Background: an optimization exercise with open tools, aiming at small area and a short achievable clock period. Do not read the settings as production practice. Only simulation tests tie the RTL to the original design; equivalence was not proved. No activity file was given, so power comes from the tool's default toggle rates.

v6:
==> module gpr_file, before the edit <==
module gpr_file (
    input  logic                          clk,
    input  logic                          rst_n,
    input  logic [frontend_pkg::REG_ADDR_W-1:0] gpr_ra,   
    input  logic [frontend_pkg::REG_ADDR_W-1:0] gpr_rb,   
    input  logic [frontend_pkg::REG_ADDR_W-1:0] gpr_rd,
    input  logic                          gpr_we,
    output logic [frontend_pkg::XLEN-1:0] gpr_qa,
    output logic [frontend_pkg::XLEN-1:0] gpr_qb,
    input  logic [frontend_pkg::XLEN-1:0] gpr_di   
);
    localparam int NREGS = 2 ** frontend_pkg::REG_ADDR_W;
    logic [frontend_pkg::XLEN-1:0] regs [1:NREGS-1];   
    logic [NREGS-1:1]              valid;
    logic [NREGS-1:1]              wsel;
    always_comb begin
        for (int i = 1; i < NREGS; i++) begin
            wsel[i] = gpr_we && (gpr_rd == i[frontend_pkg::REG_ADDR_W-1:0]);
        end
    end
    always_ff @(posedge clk or negedge rst_n) begin
        if (!rst_n) begin
            valid <= '0;
        end else begin
            valid <= valid | wsel;
        end
    end
    always_ff @(posedge clk) begin
        for (int i = 1; i < NREGS; i++) begin
            if (wsel[i]) regs[i] <= gpr_di;
        end
    end
    always_comb begin
        gpr_qa = '0;
        gpr_qb = '0;
        for (int i = 1; i < NREGS; i++) begin
            if (gpr_ra == i[frontend_pkg::REG_ADDR_W-1:0] && valid[i]) gpr_qa = gpr_qa | regs[i];
            if (gpr_rb == i[frontend_pkg::REG_ADDR_W-1:0] && valid[i]) gpr_qb = gpr_qb | regs[i];
        end
    end
endmodule
export LEC_CHECK = 0
export CAP_MARGIN = 20
export CORE_MARGIN = 2
export CORE_UTILIZATION = 25
export SETUP_SLACK_MARGIN = 0.3
export SLEW_MARGIN = 20
create_clock -name core_clock -period 7.0 [get_ports {clk}]
run.sh (not shown) runs the stock make flow with config.mk's settings and CLKGATE_MAP_FILE= SYNTH_SCRIPT=/design/flow/synth_recipe.tcl, a recipe that flattens the netlist after the stock synthesis.
Here is what was changed in the inputs of v7 compared with v6.
--- a/flow/design.v
+++ b/flow/design.v
@@ -287,31 +287,15 @@
     localparam int NREGS = 2 ** frontend_pkg::REG_ADDR_W;
     logic [frontend_pkg::XLEN-1:0] regs [1:NREGS-1];   
-    logic [NREGS-1:1]              valid;
-    logic [NREGS-1:1]              wsel;
-    always_comb begin
-        for (int i = 1; i < NREGS; i++) begin
-            wsel[i] = gpr_we && (gpr_rd == i[frontend_pkg::REG_ADDR_W-1:0]);
-        end
-    end
     always_ff @(posedge clk or negedge rst_n) begin
         if (!rst_n) begin
-            valid <= '0;
-        end else begin
-            valid <= valid | wsel;
-        end
-    end
-    always_ff @(posedge clk) begin
-        for (int i = 1; i < NREGS; i++) begin
-            if (wsel[i]) regs[i] <= gpr_di;
-        end
-    end
-    always_comb begin
-        gpr_qa = '0;
-        gpr_qb = '0;
-        for (int i = 1; i < NREGS; i++) begin
-            if (gpr_ra == i[frontend_pkg::REG_ADDR_W-1:0] && valid[i]) gpr_qa = gpr_qa | regs[i];
-            if (gpr_rb == i[frontend_pkg::REG_ADDR_W-1:0] && valid[i]) gpr_qb = gpr_qb | regs[i];
+            for (int i = 1; i < NREGS; i++) begin
+                regs[i] <= '0;
+            end
+        end else if (gpr_we && gpr_rd != '0) begin
+            regs[gpr_rd] <= gpr_di;
         end
     end
+    assign gpr_qa = (gpr_ra == '0) ? '0 : regs[gpr_ra];
+    assign gpr_qb = (gpr_rb == '0) ? '0 : regs[gpr_rb];
 endmodule
 `default_nettype wire
--- outcome ---
The utilization of v7 and that of v6 are within noise of each other.
Relative to v6, the combinational share of power of v7 is higher by 4.2 points.
Critical path depth ended up 3 higher on v7 than on v6.
Of v6 and v7, v7 shows the higher total number of vias, with v6 below it.
v7 reports its largest family of logic cells by synthesized area as multiplexers while v6 reports compound AO/OA/AOI/OAI gates.
HPWL after detailed placement (v7 / v6): 1.2
Relative to v6, sequential share of layout area has decreased by 16 points in v7.
In the flow results for v6 and v7, the ratio of final minimum period to clock period is larger on v6.
| count of cell types in the netlist | v7 vs v6 | 1.5% lower |
v7 reached the end of the flow, and the finished layout is clean on the timing, design-rule and antenna checks.
In the tables for v6 and v7, net switching power reads higher with v7.
Summary of the comparison: global routing usage summed across all routing layers is higher in v7, relative to v6.
Diff v6 -> v7 | post-route cell area | up by more than 10%

## static timing again, ports no longer ideal
How much do the figures lean on ideal ports? The routed layouts below were timed once more, with nothing changed but the port constraints.
Step 1 assumes that a clkbuf_16 drives the clock port and a buf_2 every other input.
Step 2 times the ports against the registers' clock, not the clock port: input delays grow and output delays shrink by t, the midpoint of the rising clock arrivals with the driver on.
a / b / c = ideal / step 1 / step 2; a / b = the first two.
| run | shift t [ns] | setup WS [ns] | hold WS [ns] |
|---|---|---|---|
| v6 | 0.797 | 0.179 / 0.149 / -0.067 | 0.486 / 0.486 / 0.486 |
| v7 | 0.849 | 0.260 / 0.178 / -0.206 | 0.529 / 0.529 / 0.529 |
Met with ideal ports but missed after step 2: setup timing in v6 and v7. For v7, which loses most, drivers alone change the setup slack by -0.082 ns; drivers and shift together by -0.466 ns.
